What follows belongs to an exercise in optimizing a design on an open flow for a short achievable clock period and few clock cycles; a production flow would make more cautious choices. Function was checked by simulation only, so behaviour that the tests miss may differ from the original. No activity file was given, so power comes from the tool's default toggle rates.

==> flow/design.v <==
package rvPkg;
  localparam int xlen         = 32;
  localparam int regAddrWidth = 5;
  typedef logic [xlen-1:0]         word_t;      
  typedef logic [regAddrWidth-1:0] regAddr_t;
  typedef enum logic [3:0] {
    aluAdd  = 4'd0,
    aluSub  = 4'd1,
    aluSrl  = 4'd2,
    aluSll  = 4'd3,
    aluSlt  = 4'd4,
    aluSltu = 4'd5,
    aluMul  = 4'd6,
    aluNone = 4'd7    
  } aluOp_t;
  typedef enum logic [2:0] {
    brNone = 3'd0,
    brBeq  = 3'd1,
    brBne  = 3'd2,
    brBlt  = 3'd3,
    brBge  = 3'd4,
    brJal  = 3'd5,
    brJalr = 3'd6
  } branchKind_t;
  localparam logic [6:0] opImm    = 7'b0010011;
  localparam logic [6:0] opReg    = 7'b0110011;
  localparam logic [6:0] opLui    = 7'b0110111;
  localparam logic [6:0] opAuipc  = 7'b0010111;
  localparam logic [6:0] opBranch = 7'b1100011;
  localparam logic [6:0] opJal    = 7'b1101111;
  localparam logic [6:0] opJalr   = 7'b1100111;
  localparam logic [6:0] f7Base = 7'b0000000;
  localparam logic [6:0] f7Alt  = 7'b0100000;   
  localparam logic [6:0] f7Mul  = 7'b0000001;   
  localparam word_t nopInstr = 32'h0000_0013;   
  localparam word_t resetPc  = '0;
endpackage
module registerFile (
  input  logic            clock,
  input  logic            reset,
  input  rvPkg::regAddr_t readAddrA,
  input  rvPkg::regAddr_t readAddrB,
  output rvPkg::word_t    readDataA,
  output rvPkg::word_t    readDataB,
  input  logic            writeEnable,
  input  rvPkg::regAddr_t writeAddr,
  input  rvPkg::word_t    writeData
);
  rvPkg::word_t regs [1:31];
  always_ff @(posedge clock or posedge reset) begin
    if (reset) begin
      for (int i = 1; i < 32; i++) begin
        regs[i] <= '0;
      end
    end else if (writeEnable && writeAddr != '0) begin
      regs[writeAddr] <= writeData;
    end
  end
  rvPkg::word_t view [32];
  always_comb begin
    view[0] = '0;
    for (int i = 1; i < 32; i++) begin
      view[i] = regs[i];
    end
  end
  assign readDataA = view[readAddrA];
  assign readDataB = view[readAddrB];
endmodule
module mulStage1 (
  input  rvPkg::word_t a,
  input  rvPkg::word_t b,
  output logic [5*32-1:0] rows
);
  wire [31:0] pp0 = a & {32{b[0]}};
  wire [31:0] pp1 = {a[30:0] & {31{b[1]}}, 1'b0};
  wire [31:0] pp2 = {a[29:0] & {30{b[2]}}, 2'b0};
  wire [31:0] pp3 = {a[28:0] & {29{b[3]}}, 3'b0};
  wire [31:0] pp4 = {a[27:0] & {28{b[4]}}, 4'b0};
  wire [31:0] pp5 = {a[26:0] & {27{b[5]}}, 5'b0};
  wire [31:0] pp6 = {a[25:0] & {26{b[6]}}, 6'b0};
  wire [31:0] pp7 = {a[24:0] & {25{b[7]}}, 7'b0};
  wire [31:0] pp8 = {a[23:0] & {24{b[8]}}, 8'b0};
  wire [31:0] pp9 = {a[22:0] & {23{b[9]}}, 9'b0};
  wire [31:0] pp10 = {a[21:0] & {22{b[10]}}, 10'b0};
  wire [31:0] pp11 = {a[20:0] & {21{b[11]}}, 11'b0};
  wire [31:0] pp12 = {a[19:0] & {20{b[12]}}, 12'b0};
  wire [31:0] pp13 = {a[18:0] & {19{b[13]}}, 13'b0};
  wire [31:0] pp14 = {a[17:0] & {18{b[14]}}, 14'b0};
  wire [31:0] pp15 = {a[16:0] & {17{b[15]}}, 15'b0};
  wire [31:0] pp16 = {a[15:0] & {16{b[16]}}, 16'b0};
  wire [31:0] pp17 = {a[14:0] & {15{b[17]}}, 17'b0};
  wire [31:0] pp18 = {a[13:0] & {14{b[18]}}, 18'b0};
  wire [31:0] pp19 = {a[12:0] & {13{b[19]}}, 19'b0};
  wire [31:0] pp20 = {a[11:0] & {12{b[20]}}, 20'b0};
  wire [31:0] pp21 = {a[10:0] & {11{b[21]}}, 21'b0};
  wire [31:0] pp22 = {a[9:0] & {10{b[22]}}, 22'b0};
  wire [31:0] pp23 = {a[8:0] & {9{b[23]}}, 23'b0};
  wire [31:0] pp24 = {a[7:0] & {8{b[24]}}, 24'b0};
  wire [31:0] pp25 = {a[6:0] & {7{b[25]}}, 25'b0};
  wire [31:0] pp26 = {a[5:0] & {6{b[26]}}, 26'b0};
  wire [31:0] pp27 = {a[4:0] & {5{b[27]}}, 27'b0};
  wire [31:0] pp28 = {a[3:0] & {4{b[28]}}, 28'b0};
  wire [31:0] pp29 = {a[2:0] & {3{b[29]}}, 29'b0};
  wire [31:0] pp30 = {a[1:0] & {2{b[30]}}, 30'b0};
  wire [31:0] pp31 = {a[0:0] & {1{b[31]}}, 31'b0};
  wire [31:0] m1s0_0 = pp0 ^ pp1 ^ pp2;
  wire [31:0] m1c0_0m = (pp0 & pp1) | (pp0 & pp2) | (pp1 & pp2);
  wire [31:0] m1c0_0 = {m1c0_0m[30:0], 1'b0};
  wire [31:0] m1s0_1 = pp3 ^ pp4 ^ pp5;
  wire [31:0] m1c0_1m = (pp3 & pp4) | (pp3 & pp5) | (pp4 & pp5);
  wire [31:0] m1c0_1 = {m1c0_1m[30:0], 1'b0};
  wire [31:0] m1s0_2 = pp6 ^ pp7 ^ pp8;
  wire [31:0] m1c0_2m = (pp6 & pp7) | (pp6 & pp8) | (pp7 & pp8);
  wire [31:0] m1c0_2 = {m1c0_2m[30:0], 1'b0};
  wire [31:0] m1s0_3 = pp9 ^ pp10 ^ pp11;
  wire [31:0] m1c0_3m = (pp9 & pp10) | (pp9 & pp11) | (pp10 & pp11);
  wire [31:0] m1c0_3 = {m1c0_3m[30:0], 1'b0};
  wire [31:0] m1s0_4 = pp12 ^ pp13 ^ pp14;
  wire [31:0] m1c0_4m = (pp12 & pp13) | (pp12 & pp14) | (pp13 & pp14);
  wire [31:0] m1c0_4 = {m1c0_4m[30:0], 1'b0};
  wire [31:0] m1s0_5 = pp15 ^ pp16 ^ pp17;
  wire [31:0] m1c0_5m = (pp15 & pp16) | (pp15 & pp17) | (pp16 & pp17);
  wire [31:0] m1c0_5 = {m1c0_5m[30:0], 1'b0};
  wire [31:0] m1s0_6 = pp18 ^ pp19 ^ pp20;
  wire [31:0] m1c0_6m = (pp18 & pp19) | (pp18 & pp20) | (pp19 & pp20);
  wire [31:0] m1c0_6 = {m1c0_6m[30:0], 1'b0};
  wire [31:0] m1s0_7 = pp21 ^ pp22 ^ pp23;
  wire [31:0] m1c0_7m = (pp21 & pp22) | (pp21 & pp23) | (pp22 & pp23);
  wire [31:0] m1c0_7 = {m1c0_7m[30:0], 1'b0};
  wire [31:0] m1s0_8 = pp24 ^ pp25 ^ pp26;
  wire [31:0] m1c0_8m = (pp24 & pp25) | (pp24 & pp26) | (pp25 & pp26);
  wire [31:0] m1c0_8 = {m1c0_8m[30:0], 1'b0};
  wire [31:0] m1s0_9 = pp27 ^ pp28 ^ pp29;
  wire [31:0] m1c0_9m = (pp27 & pp28) | (pp27 & pp29) | (pp28 & pp29);
  wire [31:0] m1c0_9 = {m1c0_9m[30:0], 1'b0};
  wire [31:0] m1s1_0 = m1s0_0 ^ m1c0_0 ^ m1s0_1;
  wire [31:0] m1c1_0m = (m1s0_0 & m1c0_0) | (m1s0_0 & m1s0_1) | (m1c0_0 & m1s0_1);
  wire [31:0] m1c1_0 = {m1c1_0m[30:0], 1'b0};
  wire [31:0] m1s1_1 = m1c0_1 ^ m1s0_2 ^ m1c0_2;
  wire [31:0] m1c1_1m = (m1c0_1 & m1s0_2) | (m1c0_1 & m1c0_2) | (m1s0_2 & m1c0_2);
  wire [31:0] m1c1_1 = {m1c1_1m[30:0], 1'b0};
  wire [31:0] m1s1_2 = m1s0_3 ^ m1c0_3 ^ m1s0_4;
  wire [31:0] m1c1_2m = (m1s0_3 & m1c0_3) | (m1s0_3 & m1s0_4) | (m1c0_3 & m1s0_4);
  wire [31:0] m1c1_2 = {m1c1_2m[30:0], 1'b0};
  wire [31:0] m1s1_3 = m1c0_4 ^ m1s0_5 ^ m1c0_5;
  wire [31:0] m1c1_3m = (m1c0_4 & m1s0_5) | (m1c0_4 & m1c0_5) | (m1s0_5 & m1c0_5);
  wire [31:0] m1c1_3 = {m1c1_3m[30:0], 1'b0};
  wire [31:0] m1s1_4 = m1s0_6 ^ m1c0_6 ^ m1s0_7;
  wire [31:0] m1c1_4m = (m1s0_6 & m1c0_6) | (m1s0_6 & m1s0_7) | (m1c0_6 & m1s0_7);
  wire [31:0] m1c1_4 = {m1c1_4m[30:0], 1'b0};
  wire [31:0] m1s1_5 = m1c0_7 ^ m1s0_8 ^ m1c0_8;
  wire [31:0] m1c1_5m = (m1c0_7 & m1s0_8) | (m1c0_7 & m1c0_8) | (m1s0_8 & m1c0_8);
  wire [31:0] m1c1_5 = {m1c1_5m[30:0], 1'b0};
  wire [31:0] m1s1_6 = m1s0_9 ^ m1c0_9 ^ pp30;
  wire [31:0] m1c1_6m = (m1s0_9 & m1c0_9) | (m1s0_9 & pp30) | (m1c0_9 & pp30);
  wire [31:0] m1c1_6 = {m1c1_6m[30:0], 1'b0};
  wire [31:0] m1s2_0 = m1s1_0 ^ m1c1_0 ^ m1s1_1;
  wire [31:0] m1c2_0m = (m1s1_0 & m1c1_0) | (m1s1_0 & m1s1_1) | (m1c1_0 & m1s1_1);
  wire [31:0] m1c2_0 = {m1c2_0m[30:0], 1'b0};
  wire [31:0] m1s2_1 = m1c1_1 ^ m1s1_2 ^ m1c1_2;
  wire [31:0] m1c2_1m = (m1c1_1 & m1s1_2) | (m1c1_1 & m1c1_2) | (m1s1_2 & m1c1_2);
  wire [31:0] m1c2_1 = {m1c2_1m[30:0], 1'b0};
  wire [31:0] m1s2_2 = m1s1_3 ^ m1c1_3 ^ m1s1_4;
  wire [31:0] m1c2_2m = (m1s1_3 & m1c1_3) | (m1s1_3 & m1s1_4) | (m1c1_3 & m1s1_4);
  wire [31:0] m1c2_2 = {m1c2_2m[30:0], 1'b0};
  wire [31:0] m1s2_3 = m1c1_4 ^ m1s1_5 ^ m1c1_5;
  wire [31:0] m1c2_3m = (m1c1_4 & m1s1_5) | (m1c1_4 & m1c1_5) | (m1s1_5 & m1c1_5);
  wire [31:0] m1c2_3 = {m1c2_3m[30:0], 1'b0};
  wire [31:0] m1s2_4 = m1s1_6 ^ m1c1_6 ^ pp31;
  wire [31:0] m1c2_4m = (m1s1_6 & m1c1_6) | (m1s1_6 & pp31) | (m1c1_6 & pp31);
  wire [31:0] m1c2_4 = {m1c2_4m[30:0], 1'b0};
  wire [31:0] m1s3_0 = m1s2_0 ^ m1c2_0 ^ m1s2_1;
  wire [31:0] m1c3_0m = (m1s2_0 & m1c2_0) | (m1s2_0 & m1s2_1) | (m1c2_0 & m1s2_1);
  wire [31:0] m1c3_0 = {m1c3_0m[30:0], 1'b0};
  wire [31:0] m1s3_1 = m1c2_1 ^ m1s2_2 ^ m1c2_2;
  wire [31:0] m1c3_1m = (m1c2_1 & m1s2_2) | (m1c2_1 & m1c2_2) | (m1s2_2 & m1c2_2);
  wire [31:0] m1c3_1 = {m1c3_1m[30:0], 1'b0};
  wire [31:0] m1s3_2 = m1s2_3 ^ m1c2_3 ^ m1s2_4;
  wire [31:0] m1c3_2m = (m1s2_3 & m1c2_3) | (m1s2_3 & m1s2_4) | (m1c2_3 & m1s2_4);
  wire [31:0] m1c3_2 = {m1c3_2m[30:0], 1'b0};
  wire [31:0] m1s4_0 = m1s3_0 ^ m1c3_0 ^ m1s3_1;
  wire [31:0] m1c4_0m = (m1s3_0 & m1c3_0) | (m1s3_0 & m1s3_1) | (m1c3_0 & m1s3_1);
  wire [31:0] m1c4_0 = {m1c4_0m[30:0], 1'b0};
  wire [31:0] m1s4_1 = m1c3_1 ^ m1s3_2 ^ m1c3_2;
  wire [31:0] m1c4_1m = (m1c3_1 & m1s3_2) | (m1c3_1 & m1c3_2) | (m1s3_2 & m1c3_2);
  wire [31:0] m1c4_1 = {m1c4_1m[30:0], 1'b0};
  assign rows = {m1c2_4, m1c4_1, m1s4_1, m1c4_0, m1s4_0};
endmodule
module mulStage2 (
  input  logic [5*32-1:0] rows,
  output rvPkg::word_t product
);
  wire [31:0] r0 = rows[31:0];
  wire [31:0] r1 = rows[63:32];
  wire [31:0] r2 = rows[95:64];
  wire [31:0] r3 = rows[127:96];
  wire [31:0] r4 = rows[159:128];
  wire [31:0] m2s0_0 = r0 ^ r1 ^ r2;
  wire [31:0] m2c0_0m = (r0 & r1) | (r0 & r2) | (r1 & r2);
  wire [31:0] m2c0_0 = {m2c0_0m[30:0], 1'b0};
  wire [31:0] m2s1_0 = m2s0_0 ^ m2c0_0 ^ r3;
  wire [31:0] m2c1_0m = (m2s0_0 & m2c0_0) | (m2s0_0 & r3) | (m2c0_0 & r3);
  wire [31:0] m2c1_0 = {m2c1_0m[30:0], 1'b0};
  wire [31:0] m2s2_0 = m2s1_0 ^ m2c1_0 ^ r4;
  wire [31:0] m2c2_0m = (m2s1_0 & m2c1_0) | (m2s1_0 & r4) | (m2c1_0 & r4);
  wire [31:0] m2c2_0 = {m2c2_0m[30:0], 1'b0};
  assign product = m2s2_0 + m2c2_0;
endmodule
module rvPipeline (
  input  logic            clock,
  input  logic            reset,
  output rvPkg::word_t    fetchAddr,
  input  rvPkg::word_t    fetchInstr,
  output logic            wbEnable,
  output rvPkg::regAddr_t wbReg,
  output rvPkg::word_t    wbData
);
  localparam int mulRows = 5;
  rvPkg::word_t    pcF;
  logic            xValid;
  logic            xMulDep;       
  rvPkg::word_t    xPc4;
  rvPkg::word_t    xTarget;       
  rvPkg::word_t    xImm;          
  rvPkg::regAddr_t xRd;
  logic            xWrites;
  logic            xIsMul;
  logic            xIsJalr;
  logic            xIsBr;
  logic            xPredTaken;
  logic            xPredJalr;     
  rvPkg::word_t    xPredBase;     
  logic            xBrEq, xBrNe, xBrLt, xBrGe;
  logic            xUseImm;
  logic            xSelAdd, xSelSub, xSelSlt, xSelSltu, xSelSll, xSelSrl;
  logic            xSelAuipc, xSelLui, xSelLink;
  rvPkg::word_t    xRs1Val, xRs2Val;   
  rvPkg::word_t    xHoldA, xHoldB;     
  logic            fARf, fAX2, fAW, fAHold;
  logic            fBRf, fBX2, fBW, fBHold;
  logic            x2Writes;
  logic            x2IsMul;
  rvPkg::regAddr_t x2Rd;
  rvPkg::word_t    x2Res;
  logic [mulRows*32-1:0] x2Rows;
  rvPkg::word_t opA, opB, opB2;
  rvPkg::word_t addRes, subRes, sllRes, srlRes, aluRes, jalrSum;
  logic         sltRes, sltuRes, brEq, brLt, brTaken;
  logic         xExec, mispredict, redirect, jalrMiss;
  rvPkg::word_t redirectTarget;
  logic [mulRows*32-1:0] mulRowsX;
  assign opA = ({32{fARf}} & xRs1Val) | ({32{fAX2}} & x2Res) |
               ({32{fAW}} & wbData)   | ({32{fAHold}} & xHoldA);
  assign opB = ({32{fBRf}} & xRs2Val) | ({32{fBX2}} & x2Res) |
               ({32{fBW}} & wbData)   | ({32{fBHold}} & xHoldB);
  assign opB2 = xUseImm ? xImm : opB;
  assign addRes  = opA + opB2;
  assign subRes  = opA - opB;
  assign sllRes  = opA << xImm[4:0];
  assign srlRes  = opA >> xImm[4:0];
  assign sltRes  = $signed(opA) < $signed(opB2);
  assign sltuRes = opA < opB2;
  assign jalrSum = opA + xImm;
  assign aluRes = ({32{xSelAdd}}   & addRes)  |
                  ({32{xSelSub}}   & subRes)  |
                  ({32{xSelSll}}   & sllRes)  |
                  ({32{xSelSrl}}   & srlRes)  |
                  ({32{xSelAuipc}} & xTarget) |
                  ({32{xSelLui}}   & xImm)    |
                  ({32{xSelLink}}  & xPc4)    |
                  {31'b0, (xSelSlt & sltRes) | (xSelSltu & sltuRes)};
  mulStage1 mul1 (.a (opA), .b (opB), .rows (mulRowsX));
  assign brEq    = (opA == opB);
  assign brLt    = $signed(opA) < $signed(opB);
  assign brTaken = (xBrEq & brEq) | (xBrNe & !brEq) | (xBrLt & brLt) | (xBrGe & !brLt);
  assign xExec      = xValid && !xMulDep;
  assign mispredict = xExec && xIsBr && (brTaken != xPredTaken);
  assign jalrMiss   = !xPredJalr || (opA != xPredBase);
  assign redirect   = mispredict || (xExec && xIsJalr && jalrMiss);
  assign redirectTarget = xIsJalr ? {jalrSum[31:1], 1'b0} : (brTaken ? xTarget : xPc4);
  rvPkg::word_t mulProduct;
  rvPkg::word_t x2Final;
  mulStage2 mul2 (.rows (x2Rows), .product (mulProduct));
  assign x2Final = x2IsMul ? mulProduct : x2Res;
  logic [6:0]      fOp;
  logic [2:0]      fF3;
  logic [6:0]      fF7;
  rvPkg::regAddr_t fRd, fRs1, fRs2;
  logic            fOpImm, fOpReg, fLui, fAuipc, fBr, fJal, fJalr;
  logic            fF7Zero, fF7Alt, fF7Mul;
  logic            fBrLegal, fJalrLegal, fWritesRd, fLegal;
  logic            fSelAdd, fSelSub, fSelSlt, fSelSltu, fSelSll, fSelSrl, fIsMul;
  logic            fUsesRs1, fUsesRs2, fPredTaken;
  rvPkg::word_t    fImmI, fImmB, fImmJ, fImmU, fImmT, fTarget, fPc4;
  rvPkg::word_t    rfA, rfB;
  assign fOp  = fetchInstr[6:0];
  assign fF3  = fetchInstr[14:12];
  assign fF7  = fetchInstr[31:25];
  assign fRd  = fetchInstr[11:7];
  assign fRs1 = fetchInstr[19:15];
  assign fRs2 = fetchInstr[24:20];
  assign fOpImm = (fOp == rvPkg::opImm);
  assign fOpReg = (fOp == rvPkg::opReg);
  assign fLui   = (fOp == rvPkg::opLui);
  assign fAuipc = (fOp == rvPkg::opAuipc);
  assign fBr    = (fOp == rvPkg::opBranch);
  assign fJal   = (fOp == rvPkg::opJal);
  assign fJalr  = (fOp == rvPkg::opJalr);
  assign fF7Zero = (fF7 == rvPkg::f7Base);
  assign fF7Alt  = (fF7 == rvPkg::f7Alt);
  assign fF7Mul  = (fF7 == rvPkg::f7Mul);
  assign fSelAdd  = (fOpImm && fF3 == 3'b000) || (fOpReg && fF7Zero && fF3 == 3'b000);
  assign fSelSub  = fOpReg && fF7Alt && fF3 == 3'b000;
  assign fSelSlt  = (fOpImm && fF3 == 3'b010) || (fOpReg && fF7Zero && fF3 == 3'b010);
  assign fSelSltu = (fOpImm && fF3 == 3'b011) || (fOpReg && fF7Zero && fF3 == 3'b011);
  assign fSelSll  = fOpImm && fF3 == 3'b001 && fF7Zero;
  assign fSelSrl  = fOpImm && fF3 == 3'b101 && fF7Zero;
  assign fIsMul   = fOpReg && fF7Mul && fF3 == 3'b000;
  assign fBrLegal   = fBr && (fF3 == 3'b000 || fF3 == 3'b001 || fF3 == 3'b100 || fF3 == 3'b101);
  assign fJalrLegal = fJalr && fF3 == 3'b000;
  assign fLegal    = fSelAdd || fSelSub || fSelSlt || fSelSltu || fSelSll || fSelSrl || fIsMul ||
                     fLui || fAuipc || fJal || fJalrLegal;
  assign fWritesRd = fLegal && (fRd != '0);
  assign fUsesRs1  = fOpImm || fOpReg || fBr || fJalr;
  assign fUsesRs2  = fOpReg || fBr;
  assign fImmI = {{20{fetchInstr[31]}}, fetchInstr[31:20]};
  assign fImmB = {{20{fetchInstr[31]}}, fetchInstr[7], fetchInstr[30:25], fetchInstr[11:8], 1'b0};
  assign fImmJ = {{12{fetchInstr[31]}}, fetchInstr[19:12], fetchInstr[20], fetchInstr[30:21], 1'b0};
  assign fImmU = {fetchInstr[31:12], 12'b0};
  assign fImmT = fJal ? fImmJ : (fAuipc ? fImmU : fImmB);
  assign fTarget    = pcF + fImmT;
  assign fPc4       = pcF + 32'd4;
  assign fPredTaken = fJal || (fBrLegal && fetchInstr[31]);
  registerFile regs0 (
    .clock, .reset,
    .readAddrA (fRs1), .readAddrB (fRs2),
    .readDataA (rfA), .readDataB (rfB),
    .writeEnable (x2Writes), .writeAddr (x2Rd), .writeData (x2Final)
  );
  logic nextX2Writes;
  logic hitAX, hitAX2, hitBX, hitBX2;
  assign nextX2Writes = xExec && xWrites;
  assign hitAX  = fUsesRs1 && nextX2Writes && (fRs1 == xRd);
  assign hitBX  = fUsesRs2 && nextX2Writes && (fRs2 == xRd);
  assign hitAX2 = fUsesRs1 && x2Writes && (fRs1 == x2Rd);
  assign hitBX2 = fUsesRs2 && x2Writes && (fRs2 == x2Rd);
  assign fetchAddr = pcF;
  localparam int linkN = 4;
  logic            lkValid [linkN];
  rvPkg::regAddr_t lkTag   [linkN];
  rvPkg::word_t    lkVal   [linkN];
  logic [1:0]      lkNext;
  logic [linkN-1:0] lkHitA, lkHitD;
  rvPkg::word_t    lkTarget, lkBase;
  logic            fPredJalr, fPcValue, accept;
  rvPkg::word_t    fPcValueData;
  always_comb begin
    lkTarget = '0;
    lkBase   = '0;
    for (int i = 0; i < linkN; i++) begin
      lkHitA[i] = lkValid[i] && (lkTag[i] == fRs1);
      lkHitD[i] = lkValid[i] && (lkTag[i] == fRd);
      lkTarget  = lkTarget | ({32{lkHitA[i]}} & (lkVal[i] + fImmI));
      lkBase    = lkBase   | ({32{lkHitA[i]}} & lkVal[i]);
    end
  end
  assign fPredJalr    = fJalrLegal && (|lkHitA);
  assign fPcValue     = fAuipc || fJal || fJalrLegal;
  assign fPcValueData = fAuipc ? fTarget : fPc4;
  assign accept       = !redirect && !(xValid && xMulDep);
  always_ff @(posedge clock or posedge reset) begin
    if (reset) begin
      for (int i = 0; i < linkN; i++) lkValid[i] <= 1'b0;
      lkNext <= '0;
    end else if (accept && fWritesRd) begin
      if (fPcValue) begin
        if (|lkHitD) begin
          for (int i = 0; i < linkN; i++) if (lkHitD[i]) lkValid[i] <= 1'b1;
        end else begin
          lkValid[lkNext] <= 1'b1;
          lkNext <= lkNext + 2'd1;
        end
      end else begin
        for (int i = 0; i < linkN; i++) if (lkHitD[i]) lkValid[i] <= 1'b0;
      end
    end
  end
  always_ff @(posedge clock) begin
    if (accept && fWritesRd && fPcValue) begin
      if (|lkHitD) begin
        for (int i = 0; i < linkN; i++) if (lkHitD[i]) lkVal[i] <= fPcValueData;
      end else begin
        lkTag[lkNext] <= fRd;
        lkVal[lkNext] <= fPcValueData;
      end
    end
  end
  always_ff @(posedge clock or posedge reset) begin
    if (reset) begin
      pcF      <= rvPkg::resetPc;
      xValid   <= 1'b0;
      xMulDep  <= 1'b0;
      xWrites  <= 1'b0;
      xIsMul   <= 1'b0;
      xIsJalr  <= 1'b0;
      xIsBr    <= 1'b0;
      xPredTaken <= 1'b0;
      xPredJalr  <= 1'b0;
      fARf <= 1'b1; fAX2 <= 1'b0; fAW <= 1'b0; fAHold <= 1'b0;
      fBRf <= 1'b1; fBX2 <= 1'b0; fBW <= 1'b0; fBHold <= 1'b0;
      x2Writes <= 1'b0;
      x2IsMul  <= 1'b0;
      x2Rd     <= '0;
      wbEnable <= 1'b0;
      wbReg    <= '0;
    end else begin
      x2Writes <= xExec && xWrites;
      x2IsMul  <= xIsMul;
      x2Rd     <= xRd;
      wbEnable <= x2Writes;
      wbReg    <= x2Rd;
      if (redirect) begin
        pcF    <= redirectTarget;
        xValid <= 1'b0;
        xMulDep <= 1'b0;
      end else if (xValid && xMulDep) begin
        xMulDep <= 1'b0;
        fARf <= 1'b0; fAX2 <= 1'b0; fAW <= fAX2; fAHold <= !fAX2;
        fBRf <= 1'b0; fBX2 <= 1'b0; fBW <= fBX2; fBHold <= !fBX2;
      end else begin
        pcF    <= fPredTaken ? fTarget : (fPredJalr ? {lkTarget[31:1], 1'b0} : fPc4);
        xValid <= 1'b1;
        xMulDep <= (hitAX || hitBX) && xIsMul;
        xWrites <= fWritesRd;
        xIsMul  <= fIsMul;
        xIsJalr <= fJalrLegal;
        xIsBr   <= fBrLegal;
        xPredTaken <= fPredTaken;
        xPredJalr  <= fPredJalr;
        fAX2 <= hitAX; fAW <= !hitAX && hitAX2; fAHold <= 1'b0; fARf <= !hitAX && !hitAX2;
        fBX2 <= hitBX; fBW <= !hitBX && hitBX2; fBHold <= 1'b0; fBRf <= !hitBX && !hitBX2;
      end
    end
  end
  always_ff @(posedge clock) begin
    x2Res  <= aluRes;
    x2Rows <= mulRowsX;
    wbData <= x2Final;
    xHoldA <= opA;
    xHoldB <= opB;
    if (!(xValid && xMulDep)) begin
      xPc4    <= fPc4;
      xTarget <= fTarget;
      xImm    <= fLui ? fImmU : fImmI;
      xRd     <= fRd;
      xPredBase <= lkBase;
      xRs1Val <= rfA;
      xRs2Val <= rfB;
      xUseImm <= fOpImm;
      xBrEq   <= fF3 == 3'b000;
      xBrNe   <= fF3 == 3'b001;
      xBrLt   <= fF3 == 3'b100;
      xBrGe   <= fF3 == 3'b101;
      xSelAdd   <= fSelAdd;
      xSelSub   <= fSelSub;
      xSelSlt   <= fSelSlt;
      xSelSltu  <= fSelSltu;
      xSelSll   <= fSelSll;
      xSelSrl   <= fSelSrl;
      xSelAuipc <= fAuipc;
      xSelLui   <= fLui;
      xSelLink  <= fJal || fJalrLegal;
    end
  end
endmodule
==> flow/run.sh <==
#!/bin/bash
# synth_recipe.tcl (not shown) runs the flow's synth.tcl, then flattens the netlist and writes it again
# the make line also repeats each setting of config.mk as NAME=value (left out here)
make -C /OpenROAD-flow-scripts/flow DESIGN_CONFIG=/design/flow/config.mk WORK_HOME=/design/flow/orfs CLKGATE_MAP_FILE= SYNTH_SCRIPT=/design/flow/synth_recipe.tcl finish
==> flow/config.mk <==
export PLATFORM = sky130hd
export DESIGN_NAME = rvPipeline
export DESIGN_NICKNAME = rvPipeline
export VERILOG_FILES = /design/flow/design.v
export SDC_FILE = /design/flow/constraint.sdc
export NUM_CORES = 4
export LEC_CHECK = 0
export CAP_MARGIN = 30
export CORE_MARGIN = 2
export CORE_UTILIZATION = 28
export PLACE_DENSITY = 0.45
export SETUP_SLACK_MARGIN = 5
export SLEW_MARGIN = 30
==> flow/constraint.sdc <==
create_clock -name core_clock -period 12.0 [get_ports {clock}]
set_input_delay 2.4000 -clock core_clock [delete_from_list [all_inputs] [get_ports {clock}]]
set_output_delay 2.4000 -clock core_clock [all_outputs]
set_load 0.01 [all_outputs]
==> flow_metrics.env, run 1 <==
export IMPL_grt_pass1_vias=91579
export IMPL_pwr_share_comb_pct=14.6
export IMPL_cts_tree="yes"
export IMPL_p_int_mw=10.3
export IMPL_grt_use_total_pct=29.1
export IMPL_crit_fanout=33
export IMPL_postPlaceCellArea_sq_um=110000
export IMPL_viasPerCell=5.96
export IMPL_place_gp_congestion=0.989
export IMPL_slew_headroom_pct=17.8
export IMPL_swShare_pct=30.3
export IMPL_layout_min_cycle_time_ns=6.83
export IMPL_firstDrtPassIters=10
export IMPL_end_kind="flop"
export IMPL_crit_chain="buf_4, a22oi_1, nand2_1, clkinv_1, ha_1, nand2_1, nor3_1, nand3_1, mux2_2, nor2_4, buf_12, o211ai_4, nor2_2, buf_6, nand2_2, nor2_4, buf_16, buf_8"
export IMPL_stdcell_area_sq_um=117000
export IMPL_synth_edf_count=358
export IMPL_postRouteAntennaNets=0
export IMPL_die_width_microns=609
export IMPL_p_switching_mw=4.48
export IMPL_peakVddDrop_mv=0.126
export IMPL_htree_levels=4
export IMPL_hold_class="reg -> reg"
export IMPL_die_h_microns=609
export IMPL_wl_microns=558000
export IMPL_clock_sinks=1631
export IMPL_start_util_pct=28.1
export IMPL_num_rows=222
export IMPL_async_flop_share_pct=64.9
export IMPL_avgRoutedWirePerCell_microns=35.1
export IMPL_yosysUniqueCellTypes=95
export IMPL_synth_top_area_share_pct=25.8
export IMPL_critPathLaunchType="flop"
export IMPL_cp_num_buf_inv=6
export IMPL_cap_violations=0
export IMPL_required_ns=12.54
export IMPL_clock_path_buffers=4
export IMPL_yosysSeqAreaShare_pct=40.5
export IMPL_gr_total_overflow=0
export IMPL_setup_viol=0
export IMPL_netlist_area_sq_um=103000
export IMPL_core_area_sq_um=365000
export IMPL_cts_buffers=197
export IMPL_drive_gt1_share_pct=8.66
export IMPL_power_share_clock_pct=42.6
export IMPL_busiest_layer="met2"
export IMPL_layout_common_cells="1340 x nand2_1, 1105 x o21ai_0, 1053 x dfrtp_1"
export IMPL_n_fill_cell=37587
export IMPL_synth_warnings=5
export IMPL_cp_slowest_cell="nor3_1"
export IMPL_antenna_found_initial=64
export IMPL_synthFlopType="dfrtp_1"
export IMPL_hold_violations=0
export IMPL_met3_usage_pct=7.20
export IMPL_rsz0062_at_grt="no"
export IMPL_met1_usage_pct=36.4
export IMPL_cp_arrival_ns=7.36
export IMPL_clk_pin_slew_ns=0.06
export IMPL_fin_skew_ns=0.127
export IMPL_grtUsageMet2_pct=45.4
export IMPL_clkLatencyLatePin_ns=0.96
export IMPL_dp_hpwl_microns=372000
export IMPL_final_common_cell="nand2_1"
export IMPL_ios=104
export IMPL_final_cells=15873
export IMPL_status="complete, no violations"
export IMPL_dieArea_sq_um=371000
export IMPL_cpPeakStageDelay_ns=0.82
export IMPL_grt_first_pass_wirelength_microns=762000
export IMPL_p_leak_nw=48.5
export IMPL_finalPower_mw=14.8
export IMPL_crit_family="simple AND/OR/NAND/NOR gates"
export IMPL_postLayoutCoreUtil_pct=32.2
export IMPL_cts_hold_buf=0
export IMPL_yosys_area_top_type="dfrtp_1"
export IMPL_vias=94615
export IMPL_postSynthRegisterBits=1631
export IMPL_synth_cells=11050
export IMPL_grt_max_degree=175
export IMPL_drcViolationCount=0
export IMPL_pwr_density_cell_nw_per_um2=126
export IMPL_netlist_top_cells_area="dfrtp_1 26%, edfxtp_1 10%, fa_1 8.2%, a22oi_1 5.8%, o21ai_0 5.4%"
export IMPL_area_delta_synth_final_pct=14.4
export IMPL_max_slew_worst_pin_slew_ns=1.23
export IMPL_nNetsFinal=11743
export IMPL_seq_power_share_pct=42.9
export IMPL_clock_fmax_mhz=146
export IMPL_fin_crit_sh_pct=56.9
export IMPL_drtIter0Drc=14036
export IMPL_port_buffers=103
export IMPL_path_class="reg -> reg"
export IMPL_slew_violations=0
export IMPL_root_buffer="clkbuf_16"
export IMPL_syn_area_per_cell_sq_um=9.29
export IMPL_dpl_cell_count=15480
-- through the flow --
stage	setup TNS, ns	hold WS (ns)	setup slack [ns]
3_3_place_gp	0	0.417	3.69
2_1_floorplan	-5288.59	0.352	-5.00
3_5_place_dp	0	0.416	3.81
6_report	0	0.423	5.17
5_1_grt	0	0.444	5.04
4_1_cts	0	0.428	5.00
-- power groups by stage --
stage | logic [mW] | registers, mW | clock network, mW
2_1_floorplan | 1.22 | 6.23 | 0
6_report | 2.15 | 6.33 | 6.29
3_5_place_dp | 2.09 | 6.42 | 0
3_3_place_gp | 2.10 | 6.43 | 0
5_1_grt | 2.27 | 6.33 | 6.59
4_1_cts | 2.11 | 6.32 | 6.37
-- layer usage --
metal / up-vias / part of all wire, % / routed length [microns]
li1: 39339 / - / -
met1: 47386 / 39 / 217000
met2: 6069 / 44 / 248000
met3: 1797 / 9.5 / 53100
met4: 24 / 7.0 / 39100
met5: - / 0.029 / 159
-- what timing repair did --
action	in CTS	in global routing
pin swaps	2	0
resized for setup	7	10
endpoints found under the hold margin	0	0
setup endpoints to repair	167	141
setup buffers	8	0
-- logic make-up after synthesis --
group,share of synthesized area [%]
compound gates,22.3
flops,40.5
mux,1.99
buf+inv,5.20
simple gates,13.3
xor+xnor,3.47
fa+ha+maj,13.3
-- flip-flops by register name (all words and copies together), names as in the netlist, 4 cells and up --
| name | cells |
|---|---|
| x2Rd | 5 |
| lkTag | 20 |
| wbData | 32 |
| xRs2Val | 32 |
| xRd | 5 |
| xHoldA | 32 |
| xRs1Val | 32 |
| wbReg | 5 |
| x2Res | 32 |
| xTarget | 31 |
| xPredBase | 32 |
| lkValid | 4 |
| xImm | 32 |
| x2Rows | 86 |
| xPc4 | 32 |
| regs0.regs | 992 |
| pcF | 32 |
| lkVal | 128 |
| xHoldB | 32 |
-- path summary, 6_finish.rpt --
kind / startpoint / to / slack [ns] / cells after the start
worst max-delay path: fBRf$_DFFE_PP1P_ / lkVal[1][17]$_DFFE_PP_ / 5.17 / 18
min in group asynchronous: reset / regs0.regs[28][30]$_DFFE_PP0P_ / 2.10 / 2
worst max register to register: fBRf$_DFFE_PP1P_ / lkVal[1][17]$_DFFE_PP_ / 5.17 / 18
max in group asynchronous: reset / regs0.regs[5][9]$_DFFE_PP0P_ / 7.76 / 5
worst min-delay path: xIsMul$_DFFE_PP0N_ / x2IsMul$_DFF_PP0_ / 0.42 / 0
worst min register to register: xIsMul$_DFFE_PP0N_ / x2IsMul$_DFF_PP0_ / 0.42 / 0
-- synthesized netlist by cell type (43+ instances only) --
library cell  instances
and2_1               67
mux2i_1             122
nand2b_1             49
nor2_1              919
o21bai_1             45
fa_1                422
o211ai_1             60
a21o_1              123
edfxtp_1            358
a22oi_1             789
nand4_1             137
a22o_1              174
a221oi_1            195
buf_1                72
nand3_1             232
clkbuf_1            712
xor2_1              135
dfrtp_1            1057
ha_1                413
nand2_1            1371
dfxtp_1             214
mux2_2               52
inv_1               583
nor2b_1              52
nor3_1               75
a21oi_1             501
a222oi_1             97
o21ai_0            1107
and3_1               43
xnor2_1             272
or4_1                50
-- area by class of cell --
class	count	area [sq um]	area share, %
clock buffer	262	5470	4.65
sequential	1631	41500	35.4
multi-input combinational	8014	57000	48.6
timing repair buffer	435	3890	3.31
tap	4816	6030	5.13
clock inverter	99	1170	1.00
antenna	21	52.6	0.0447
inverter	595	2260	1.93
Testbench counts, summed over its fixed seeds: cycles 121,810.
==> inputs of run 2 (changes only) <==
--- a/flow/design.v
+++ b/flow/design.v
@@ -35,6 +35,29 @@
   localparam word_t nopInstr = 32'h0000_0013;   
   localparam word_t resetPc  = '0;
 endpackage
+module hiIncDec #(
+  parameter int W = 20
+) (
+  input  logic [W-1:0] hi,
+  output logic [W-1:0] hiP1,
+  output logic [W-1:0] hiM1
+);
+  assign hiP1 = hi + 1'b1;
+  assign hiM1 = hi - 1'b1;
+endmodule
+module pcRelAdd #(
+  parameter int LO = 13
+) (
+  input  logic [31:0]    base,
+  input  logic [31-LO:0] hiP1,     
+  input  logic [31-LO:0] hiM1,     
+  input  logic [31:0]    imm,
+  output logic [31:0]    sum
+);
+  logic [LO:0] lo;
+  assign lo  = {1'b0, base[LO-1:0]} + {1'b0, imm[LO-1:0]};
+  assign sum = {(lo[LO] == imm[31]) ? base[31:LO] : (lo[LO] ? hiP1 : hiM1), lo[LO-1:0]};
+endmodule
 module registerFile (
   input  logic            clock,
   input  logic            reset,
@@ -69,7 +92,7 @@
 module mulStage1 (
   input  rvPkg::word_t a,
   input  rvPkg::word_t b,
-  output logic [5*32-1:0] rows
+  output logic [85:0] rows
 );
   wire [31:0] pp0 = a & {32{b[0]}};
   wire [31:0] pp1 = {a[30:0] & {31{b[1]}}, 1'b0};
@@ -184,17 +207,17 @@
   wire [31:0] m1s4_1 = m1c3_1 ^ m1s3_2 ^ m1c3_2;
   wire [31:0] m1c4_1m = (m1c3_1 & m1s3_2) | (m1c3_1 & m1c3_2) | (m1s3_2 & m1c3_2);
   wire [31:0] m1c4_1 = {m1c4_1m[30:0], 1'b0};
-  assign rows = {m1c2_4, m1c4_1, m1s4_1, m1c4_0, m1s4_0};
+  assign rows = {m1c2_4[31], m1c4_1[31], m1c4_1[30], m1c4_1[29], m1c4_1[28], m1c4_1[27], m1c4_1[26], m1c4_1[25], m1c4_1[24], m1c4_1[23], m1c4_1[22], m1s4_1[31], m1s4_1[30], m1s4_1[29], m1s4_1[28], m1s4_1[27], m1s4_1[26], m1s4_1[25], m1s4_1[24], m1s4_1[23], m1s4_1[22], m1s4_1[21], m1s4_1[20], m1s4_1[19], m1s4_1[18], m1s4_1[17], m1s4_1[16], m1s4_1[15], m1c4_0[31], m1c4_0[30], m1c4_0[29], m1c4_0[28], m1c4_0[27], m1c4_0[26], m1c4_0[25], m1c4_0[24], m1c4_0[23], m1c4_0[22], m1c4_0[21], m1c4_0[20], m1c4_0[19], m1c4_0[18], m1c4_0[17], m1c4_0[16], m1c4_0[15], m1c4_0[14], m1c4_0[13], m1c4_0[12], m1c4_0[11], m1c4_0[10], m1c4_0[9], m1c4_0[8], m1c4_0[7], m1c4_0[6], m1s4_0[31], m1s4_0[30], m1s4_0[29], m1s4_0[28], m1s4_0[27], m1s4_0[26], m1s4_0[25], m1s4_0[24], m1s4_0[23], m1s4_0[22], m1s4_0[21], m1s4_0[20], m1s4_0[19], m1s4_0[18], m1s4_0[17], m1s4_0[16], m1s4_0[15], m1s4_0[14], m1s4_0[13], m1s4_0[12], m1s4_0[11], m1s4_0[10], m1s4_0[9], m1s4_0[8], m1s4_0[7], m1s4_0[6], m1s4_0[5], m1s4_0[4], m1s4_0[3], m1s4_0[2], m1s4_0[1], m1s4_0[0]};
 endmodule
 module mulStage2 (
-  input  logic [5*32-1:0] rows,
+  input  logic [85:0] rows,
   output rvPkg::word_t product
 );
-  wire [31:0] r0 = rows[31:0];
-  wire [31:0] r1 = rows[63:32];
-  wire [31:0] r2 = rows[95:64];
-  wire [31:0] r3 = rows[127:96];
-  wire [31:0] r4 = rows[159:128];
+  wire [31:0] r0 = {rows[31], rows[30], rows[29], rows[28], rows[27], rows[26], rows[25], rows[24], rows[23], rows[22], rows[21], rows[20], rows[19], rows[18], rows[17], rows[16], rows[15], rows[14], rows[13], rows[12], rows[11], rows[10], rows[9], rows[8], rows[7], rows[6], rows[5], rows[4], rows[3], rows[2], rows[1], rows[0]};
+  wire [31:0] r1 = {rows[57], rows[56], rows[55], rows[54], rows[53], rows[52], rows[51], rows[50], rows[49], rows[48], rows[47], rows[46], rows[45], rows[44], rows[43], rows[42], rows[41], rows[40], rows[39], rows[38], rows[37], rows[36], rows[35], rows[34], rows[33], rows[32], 1'b0, 1'b0, 1'b0, 1'b0, 1'b0, 1'b0};
+  wire [31:0] r2 = {rows[74], rows[73], rows[72], rows[71], rows[70], rows[69], rows[68], rows[67], rows[66], rows[65], rows[64], rows[63], rows[62], rows[61], rows[60], rows[59], rows[58], 1'b0, 1'b0, 1'b0, 1'b0, 1'b0, 1'b0, 1'b0, 1'b0, 1'b0, 1'b0, 1'b0, 1'b0, 1'b0, 1'b0, 1'b0};
+  wire [31:0] r3 = {rows[84], rows[83], rows[82], rows[81], rows[80], rows[79], rows[78], rows[77], rows[76], rows[75], 1'b0, 1'b0, 1'b0, 1'b0, 1'b0, 1'b0, 1'b0, 1'b0, 1'b0, 1'b0, 1'b0, 1'b0, 1'b0, 1'b0, 1'b0, 1'b0, 1'b0, 1'b0, 1'b0, 1'b0, 1'b0, 1'b0};
+  wire [31:0] r4 = {rows[85], 1'b0, 1'b0, 1'b0, 1'b0, 1'b0, 1'b0, 1'b0, 1'b0, 1'b0, 1'b0, 1'b0, 1'b0, 1'b0, 1'b0, 1'b0, 1'b0, 1'b0, 1'b0, 1'b0, 1'b0, 1'b0, 1'b0, 1'b0, 1'b0, 1'b0, 1'b0, 1'b0, 1'b0, 1'b0, 1'b0, 1'b0};
   wire [31:0] m2s0_0 = r0 ^ r1 ^ r2;
   wire [31:0] m2c0_0m = (r0 & r1) | (r0 & r2) | (r1 & r2);
   wire [31:0] m2c0_0 = {m2c0_0m[30:0], 1'b0};
@@ -215,12 +238,14 @@
   output rvPkg::regAddr_t wbReg,
   output rvPkg::word_t    wbData
 );
-  localparam int mulRows = 5;
+  localparam int mulBits = 86;    
+  localparam int linkN   = 4;
   rvPkg::word_t    pcF;
   logic            xValid;
   logic            xMulDep;       
+  rvPkg::word_t    xPc;
   rvPkg::word_t    xPc4;
-  rvPkg::word_t    xTarget;       
+  rvPkg::word_t    xImmT;         
   rvPkg::word_t    xImm;          
   rvPkg::regAddr_t xRd;
   logic            xWrites;
@@ -242,13 +267,13 @@
   logic            x2IsMul;
   rvPkg::regAddr_t x2Rd;
   rvPkg::word_t    x2Res;
-  logic [mulRows*32-1:0] x2Rows;
+  logic [mulBits-1:0] x2Rows;
   rvPkg::word_t opA, opB, opB2;
-  rvPkg::word_t addRes, subRes, sllRes, srlRes, aluRes, jalrSum;
+  rvPkg::word_t addRes, subRes, sllRes, srlRes, aluRes, jalrSum, xTarget;
   logic         sltRes, sltuRes, brEq, brLt, brTaken;
-  logic         xExec, mispredict, redirect, jalrMiss;
+  logic         xExec, xStall, mispredict, redirect, jalrMiss;
   rvPkg::word_t redirectTarget;
-  logic [mulRows*32-1:0] mulRowsX;
+  logic [mulBits-1:0] mulRowsX;
   assign opA = ({32{fARf}} & xRs1Val) | ({32{fAX2}} & x2Res) |
                ({32{fAW}} & wbData)   | ({32{fAHold}} & xHoldA);
   assign opB = ({32{fBRf}} & xRs2Val) | ({32{fBX2}} & x2Res) |
@@ -261,6 +286,7 @@
   assign sltRes  = $signed(opA) < $signed(opB2);
   assign sltuRes = opA < opB2;
   assign jalrSum = opA + xImm;
+  assign xTarget = xPc + xImmT;      
   assign aluRes = ({32{xSelAdd}}   & addRes)  |
                   ({32{xSelSub}}   & subRes)  |
                   ({32{xSelSll}}   & sllRes)  |
@@ -273,11 +299,12 @@
   assign brEq    = (opA == opB);
   assign brLt    = $signed(opA) < $signed(opB);
   assign brTaken = (xBrEq & brEq) | (xBrNe & !brEq) | (xBrLt & brLt) | (xBrGe & !brLt);
+  assign xStall     = xValid && xMulDep;
   assign xExec      = xValid && !xMulDep;
   assign mispredict = xExec && xIsBr && (brTaken != xPredTaken);
   assign jalrMiss   = !xPredJalr || (opA != xPredBase);
   assign redirect   = mispredict || (xExec && xIsJalr && jalrMiss);
-  assign redirectTarget = xIsJalr ? {jalrSum[31:1], 1'b0} : (brTaken ? xTarget : xPc4);
+  assign redirectTarget = xIsJalr ? {jalrSum[31:1], 1'b0} : (xPredTaken ? xPc4 : xTarget);
   rvPkg::word_t mulProduct;
   rvPkg::word_t x2Final;
   mulStage2 mul2 (.rows (x2Rows), .product (mulProduct));
@@ -291,7 +318,7 @@
   logic            fBrLegal, fJalrLegal, fWritesRd, fLegal;
   logic            fSelAdd, fSelSub, fSelSlt, fSelSltu, fSelSll, fSelSrl, fIsMul;
   logic            fUsesRs1, fUsesRs2, fPredTaken;
-  rvPkg::word_t    fImmI, fImmB, fImmJ, fImmU, fImmT, fTarget, fPc4;
+  rvPkg::word_t    fImmI, fImmB, fImmJ, fImmU, fTgtB, fTgtJ, fAuipcVal, fPc4;
   rvPkg::word_t    rfA, rfB;
   assign fOp  = fetchInstr[6:0];
   assign fF3  = fetchInstr[14:12];
@@ -327,8 +354,13 @@
   assign fImmB = {{20{fetchInstr[31]}}, fetchInstr[7], fetchInstr[30:25], fetchInstr[11:8], 1'b0};
   assign fImmJ = {{12{fetchInstr[31]}}, fetchInstr[19:12], fetchInstr[20], fetchInstr[30:21], 1'b0};
   assign fImmU = {fetchInstr[31:12], 12'b0};
-  assign fImmT = fJal ? fImmJ : (fAuipc ? fImmU : fImmB);
-  assign fTarget    = pcF + fImmT;
+  logic [18:0] pcHiBP1, pcHiBM1;
+  logic [10:0] pcHiJP1, pcHiJM1;
+  hiIncDec #(.W (19)) pcHiB0 (.hi (pcF[31:13]), .hiP1 (pcHiBP1), .hiM1 (pcHiBM1));
+  hiIncDec #(.W (11)) pcHiJ0 (.hi (pcF[31:21]), .hiP1 (pcHiJP1), .hiM1 (pcHiJM1));
+  pcRelAdd #(.LO (13)) tgtB0 (.base (pcF), .hiP1 (pcHiBP1), .hiM1 (pcHiBM1), .imm (fImmB), .sum (fTgtB));
+  pcRelAdd #(.LO (21)) tgtJ0 (.base (pcF), .hiP1 (pcHiJP1), .hiM1 (pcHiJM1), .imm (fImmJ), .sum (fTgtJ));
+  assign fAuipcVal  = {pcF[31:12] + fImmU[31:12], pcF[11:0]};
   assign fPc4       = pcF + 32'd4;
   assign fPredTaken = fJal || (fBrLegal && fetchInstr[31]);
   registerFile regs0 (
@@ -345,34 +377,40 @@
   assign hitAX2 = fUsesRs1 && x2Writes && (fRs1 == x2Rd);
   assign hitBX2 = fUsesRs2 && x2Writes && (fRs2 == x2Rd);
   assign fetchAddr = pcF;
-  localparam int linkN = 4;
   logic            lkValid [linkN];
   rvPkg::regAddr_t lkTag   [linkN];
   rvPkg::word_t    lkVal   [linkN];
+  logic [19:0]     lkHiP1  [linkN];
+  logic [19:0]     lkHiM1  [linkN];
+  rvPkg::word_t    lkSum   [linkN];
   logic [1:0]      lkNext;
   logic [linkN-1:0] lkHitA, lkHitD;
   rvPkg::word_t    lkTarget, lkBase;
-  logic            fPredJalr, fPcValue, accept;
+  logic            fPredJalr, fPcValue;
   rvPkg::word_t    fPcValueData;
+  for (genvar i = 0; i < linkN; i++) begin : gLink
+    hiIncDec #(.W (20)) hi0 (.hi (lkVal[i][31:12]), .hiP1 (lkHiP1[i]), .hiM1 (lkHiM1[i]));
+    pcRelAdd #(.LO (12)) add0 (.base (lkVal[i]), .hiP1 (lkHiP1[i]), .hiM1 (lkHiM1[i]),
+                               .imm (fImmI), .sum (lkSum[i]));
+  end
   always_comb begin
     lkTarget = '0;
     lkBase   = '0;
     for (int i = 0; i < linkN; i++) begin
       lkHitA[i] = lkValid[i] && (lkTag[i] == fRs1);
       lkHitD[i] = lkValid[i] && (lkTag[i] == fRd);
-      lkTarget  = lkTarget | ({32{lkHitA[i]}} & (lkVal[i] + fImmI));
+      lkTarget  = lkTarget | ({32{lkHitA[i]}} & lkSum[i]);
       lkBase    = lkBase   | ({32{lkHitA[i]}} & lkVal[i]);
     end
   end
   assign fPredJalr    = fJalrLegal && (|lkHitA);
   assign fPcValue     = fAuipc || fJal || fJalrLegal;
-  assign fPcValueData = fAuipc ? fTarget : fPc4;
-  assign accept       = !redirect && !(xValid && xMulDep);
+  assign fPcValueData = fAuipc ? fAuipcVal : fPc4;
   always_ff @(posedge clock or posedge reset) begin
     if (reset) begin
       for (int i = 0; i < linkN; i++) lkValid[i] <= 1'b0;
       lkNext <= '0;
-    end else if (accept && fWritesRd) begin
+    end else if (!xStall && fWritesRd) begin
       if (fPcValue) begin
         if (|lkHitD) begin
           for (int i = 0; i < linkN; i++) if (lkHitD[i]) lkValid[i] <= 1'b1;
@@ -386,7 +424,7 @@
     end
   end
   always_ff @(posedge clock) begin
-    if (accept && fWritesRd && fPcValue) begin
+    if (!xStall && fWritesRd && fPcValue) begin
       if (|lkHitD) begin
         for (int i = 0; i < linkN; i++) if (lkHitD[i]) lkVal[i] <= fPcValueData;
       end else begin
@@ -399,6 +437,16 @@
     if (reset) begin
       pcF      <= rvPkg::resetPc;
       xValid   <= 1'b0;
+    end else if (redirect) begin
+      pcF      <= redirectTarget;
+      xValid   <= 1'b0;       
+    end else if (!xStall) begin
+      pcF      <= fPredTaken ? (fJal ? fTgtJ : fTgtB) : (fPredJalr ? {lkTarget[31:1], 1'b0} : fPc4);
+      xValid   <= 1'b1;
+    end
+  end
+  always_ff @(posedge clock or posedge reset) begin
+    if (reset) begin
       xMulDep  <= 1'b0;
       xWrites  <= 1'b0;
       xIsMul   <= 1'b0;
@@ -419,17 +467,11 @@
       x2Rd     <= xRd;
       wbEnable <= x2Writes;
       wbReg    <= x2Rd;
-      if (redirect) begin
-        pcF    <= redirectTarget;
-        xValid <= 1'b0;
-        xMulDep <= 1'b0;
-      end else if (xValid && xMulDep) begin
+      if (xStall) begin
         xMulDep <= 1'b0;
         fARf <= 1'b0; fAX2 <= 1'b0; fAW <= fAX2; fAHold <= !fAX2;
         fBRf <= 1'b0; fBX2 <= 1'b0; fBW <= fBX2; fBHold <= !fBX2;
       end else begin
-        pcF    <= fPredTaken ? fTarget : (fPredJalr ? {lkTarget[31:1], 1'b0} : fPc4);
-        xValid <= 1'b1;
         xMulDep <= (hitAX || hitBX) && xIsMul;
         xWrites <= fWritesRd;
         xIsMul  <= fIsMul;
@@ -448,9 +490,10 @@
     wbData <= x2Final;
     xHoldA <= opA;
     xHoldB <= opB;
-    if (!(xValid && xMulDep)) begin
+    if (!xStall) begin
+      xPc     <= pcF;
       xPc4    <= fPc4;
-      xTarget <= fTarget;
+      xImmT   <= fAuipc ? fImmU : fImmB;
       xImm    <= fLui ? fImmU : fImmI;
       xRd     <= fRd;
       xPredBase <= lkBase;
==> flow/flow/run.sh (new file) <==
#!/bin/bash
# The standard layout (the standard.sh: standard synthesis, floorplan,
# placement, CTS, routing, finish) with ORFS's timing repair asked to reach
# more setup slack than the 12 ns constraint needs, so that the achieved
# period shrinks. The SDC, the period and the I/O constraints are unchanged.
set -o pipefail
export SETUP_SLACK_MARGIN=${FLOW_SETUP_MARGIN:-8}
export TNS_END_PERCENT=30
bash standard.sh > standard.log 2>&1
==> flow/standard.sh (new file) <==
#!/bin/bash
# synth_recipe.tcl (not shown) runs the flow's synth.tcl, then flattens the netlist and writes it again
# the make line also repeats each setting of config.mk as NAME=value (left out here)
make -C /OpenROAD-flow-scripts/flow DESIGN_CONFIG=/design/flow/config.mk WORK_HOME=/design/flow/orfs CLKGATE_MAP_FILE= SYNTH_SCRIPT=/design/flow/synth_recipe.tcl "${@:-finish}"
--- a/flow/config.mk
+++ b/flow/config.mk
@@ -9,5 +9,5 @@
 export CORE_MARGIN = 2
 export CORE_UTILIZATION = 28
 export PLACE_DENSITY = 0.45
-export SETUP_SLACK_MARGIN = 5
 export SLEW_MARGIN = 30
+export SYNTH_HIERARCHICAL = 1
removed: flow/run.sh
==> run 2 against run 1 <==
Effect of this change:
- fmax is 36% higher
- global-route usage is 0.77 points higher
- sequential power is 2% lower
- sequential share of layout area is 8.2 points lower
- hold slack better by 0.013 ns
- register-to-register slack better by 1.9 ns
- setup slack better by 1.8 ns
- largest power group is now clock
- non-clock buffer count is 1024 higher
- still clean
- core utilization is 4.7 points higher
==> flow_metrics.env, run 2 <==
export IMPL_status="complete, no violations"
export IMPL_avgRoutedWirePerCell_microns=37.0
export IMPL_num_rows=239
export IMPL_path_class="in -> reg"
export IMPL_antenna_found_initial=81
export IMPL_reg_largest_list="regs0.regs: 992 flops, lkVal: 128 flops, x2Rows: 86 flops"
export IMPL_holdPathStages=0
export IMPL_slew_headroom_pct=8.21
export IMPL_largest_register_ffs=992
export IMPL_die_h_microns=657
export IMPL_r2r_slack_ns=7.09
export IMPL_p_leak_nw=66.1
export IMPL_cp_slowest_cell="fa_2"
export IMPL_max_slew_worst_pin_slew_ns=1.38
export IMPL_drtIter0Drc=16645
export IMPL_place_gp_congestion=0.973
export IMPL_layout_min_cycle_time_ns=5.03
export IMPL_hold_class="reg -> reg"
export IMPL_drcViolationCount=0
export IMPL_final_common_cell="mux2_2"
export IMPL_netlist_area_sq_um=119000
export IMPL_hold_violations=0
export IMPL_root_buffer="clkbuf_16"
export IMPL_area_delta_synth_final_pct=31.0
export IMPL_htree_levels=4
export IMPL_finalPower_mw=16.9
export IMPL_clock_sinks=1660
export IMPL_grt_pass1_vias=105862
export IMPL_setup_viol=0
export IMPL_firstDrtPassIters=8
export IMPL_cap_violations=0
export IMPL_grt_max_degree=156
export IMPL_ios=104
export IMPL_cts_buffers=202
export IMPL_dieArea_sq_um=432000
export IMPL_yosys_area_top_type="dfrtp_1"
export IMPL_netlist_top_cells_area="dfrtp_1 22%, mux2_2 10%, edfxtp_1 9.7%, fa_1 7.1%, a22oi_1 5.0%"
export IMPL_slew_violations=0
export IMPL_nNetsFinal=13417
export IMPL_clock_fmax_mhz=199
export IMPL_synth_most_common_cell="mux2_2"
export IMPL_critPathLaunchType="input port"
export IMPL_synth_cells=11843
export IMPL_vias=112670
export IMPL_fin_skew_ns=0.153
export IMPL_synthFlopType="dfrtp_1"
export IMPL_crit_path_frequent_cell="buf_12"
export IMPL_reg2reg_to="pcF[31]$_DFFE_PP0P_"
export IMPL_cts_hold_buf=0
export IMPL_clkLatencyLatePin_ns=1.04
export IMPL_hold_end="x2Rd[1]$_DFF_PP0_"
export IMPL_yosysUniqueCellTypes=132
export IMPL_crit_chain="buf_12, buf_12, ha_4, fa_2, a211oi_4, nor3_4, o31ai_4, buf_12, nand3_4, buf_12, buf_4, o221a_1, a22oi_2, nand3_2, o21ai_0, a2111oi_2, a21oi_1, o21ai_0"
export IMPL_r2r_start="x2Res[22]$_DFF_P_"
export IMPL_postRouteAntennaNets=0
export IMPL_synth_warnings=15
export IMPL_dp_hpwl_microns=401000
export IMPL_postPlaceCellArea_sq_um=127000
export IMPL_start_util_pct=28.2
export IMPL_n_fill_cell=41927
export IMPL_fin_crit_sh_pct=41.9
export IMPL_postLayoutCoreUtil_pct=36.9
export IMPL_pwr_density_cell_nw_per_um2=108
export IMPL_regMostFlops="regs0.regs"
export IMPL_viasPerCell=6.11
export IMPL_ff2ff_path_depth=16
export IMPL_required_ns=12.71
export IMPL_grt_first_pass_wirelength_microns=908000
export IMPL_async_flop_share_pct=63.8
export IMPL_seq_area_sq_um=42600
export IMPL_end_kind="flop"
export IMPL_yosysSeqAreaShare_pct=35.5
export IMPL_postSynthRegisterBits=1660
export IMPL_core_area_sq_um=424000
export IMPL_peakVddDrop_mv=0.141
export IMPL_ys_top_cells_by_count="1083 x mux2_2, 1057 x dfrtp_1, 793 x a22oi_1"
export IMPL_clk_pin_slew_ns=0.06
export IMPL_syn_area_per_cell_sq_um=10.1
export IMPL_crit_family="compound AO/OA/AOI/OAI gates"
export IMPL_finalWorstSetupSlack_ns=6.97
export IMPL_synth_edf_count=387
export IMPL_multi_input_area_sq_um=78400
export IMPL_port_buffers=103
export IMPL_drive_gt1_share_pct=33.8
export IMPL_cp_num_buf_inv=5
export IMPL_crit_fanout=5
export IMPL_rsz0062_at_grt="yes"
export IMPL_cts_tree="yes"
export IMPL_grt_use_total_pct=29.9
export IMPL_synth_top_area_share_pct=22.1
export IMPL_die_width_microns=657
export IMPL_clock_path_buffers=4
export IMPL_layout_common_cells="1035 x mux2_2, 1027 x dfrtp_1, 668 x buf_4"
export IMPL_wl_microns=683000
export IMPL_stdcell_area_sq_um=157000
export IMPL_pre_cts_ws_ns=4.42
export IMPL_worstHoldStart="xRd[1]$_DFFE_PN_"
export IMPL_gr_total_overflow=0
export IMPL_cp_arrival_ns=5.74
export IMPL_cpPeakStageDelay_ns=0.37
## run 2: worst max-delay path by stage
stage	startpoint	slack, ns	depth (start not counted)	endpoint
after global routing	fetchInstr[20]	6.88	19	pcF[27]$_DFFE_PP0P_
final	fetchInstr[20]	6.97	18	pcF[20]$_DFFE_PP0P_
after global placement	fetchInstr[26]	4.45	15	pcF[31]$_DFFE_PP0P_
after detailed placement	fetchInstr[20]	4.42	16	pcF[23]$_DFFE_PP0P_
after CTS	fetchInstr[23]	7.08	18	pcF[16]$_DFFE_PP0P_
after floorplan	reset	-4.07	1	regs0.regs[10][0]$_DFFE_PP0P_
## run 2: per-layer routing
layer | wire length [microns] | vias up | global-route usage (%) | share of wire [%]
li1 | - | 45297 | - | -
met1 | 261000 | 57455 | 37.6 | 38
met2 | 287000 | 7684 | 44.2 | 42
met3 | 75800 | 2201 | 8.33 | 11
met4 | 58500 | 33 | 20.5 | 8.6
met5 | 263 | - | 0.399 | 0.039
## run 2: what timing repair did
| action | CTS | global route |
|---|---|---|
| setup endpoints to repair | 1725 | 1668 |
| cloned | 115 | 31 |
| buffers inserted | 679 | 214 |
| resized for setup | 2136 | 667 |
| pin swaps | 575 | 315 |
## run 2: cell families (layout without fill, tap and decap cells)
group	after synthesis	count (layout)	synth area share, %
AOI/OAI and AO/OA	2586	2586	16.5
buffers and inverters	1538	2407	5.27
other	1	37	0.00314
adders and majority gates	815	815	11.2
muxes	1372	1388	12.8
DFF	1660	1660	35.5
xor gates and xnor gates	558	558	4.10
and+or+nand+nor	3313	3323	14.6
## run 2: metrics by stage
stage                     instances  setup TNS, ns  hold slack (ns)
after floorplan               11844       -4033.81            0.374
after global placement        16969              0            0.401
after detailed placement      16985              0            0.396
after CTS                     18154              0            0.438
after global routing          18410              0            0.464
final                         18437              0            0.436
## run 2: worst register-to-register path, stage by stage (launching register included)
cell and delay (ns):
dfxtp_1 0.89, a22oi_1 0.26, nand2_2 0.18, buf_12 0.16, inv_1 0.09, ha_4 0.31, and3_4 0.20, nor3b_4 0.32
a31oi_4 0.16, or4b_4 0.54, o211a_4 0.19, o2111a_1 0.23, a211o_1 0.30, buf_12 0.18, and2_2 0.29, a211oi_1 0.23
o211ai_1 0.13
## run 2: final cells by class
class                      count  share of cell area, %
multi-input combinational   8672                   50.1
sequential                  1660                   27.2
timing repair buffer        1459                   12.4
tap                         5663                   4.53
clock buffer                 279                   3.65
inverter                     573                   1.40
clock inverter                96                  0.700
antenna                       35                 0.0559
## run 2: power by group
part | internal [mW] | total [mW] | switching (mW)
Combinational | 1.54 | 4.17 | 2.63
Sequential | 5.99 | 6.20 | 0.208
Clock | 3.64 | 6.53 | 2.88
## run 2: modules after synthesis (local to each module, per instance), excerpt
| module | cells inside | copies in the design | cell area [sq um] |
|---|---|---|---|
| mulStage2 | 279 | 1 | 2530 |
| mulStage1 | 1425 | 1 | 13100 |
| rvPipeline | 3774 | 1 | 38200 |
| registerFile | 4437 | 1 | 50800 |
Testbench counts of run 2, summed over its fixed seeds: cycles 121,813.

-- afterwards: timing with drivers on the ports --
The results above use ideal ports. As a check the final layouts listed here were re-extracted and re-timed, cells and wires unchanged. Step 1 assumes that a clkbuf_16 drives the clock port and a buf_2 every other input. Step 2 times the ports against the registers' clock, not the clock port: input delays grow and output delays shrink by t, the midpoint of the rising clock arrivals with the driver on. a / b / c = no drivers / after step 1 / after step 2; a / b = the first two.
run	t (ns)	setup slack, ns	hold WS [ns]	slew at the worst register clock pin (ns)
run 1	0.997	5.171 / 5.171 / 4.396	0.423 / 0.423 / 0.423	0.08 / 0.08
run 2	1.077	6.969 / 7.038 / 5.961	0.436 / 0.436 / 0.436	0.08 / 0.08
After both steps setup and hold are still met in every run listed. The setup slack of run 2, which loses most, moves by +0.069 ns with the drivers and by -1.008 ns with both steps.
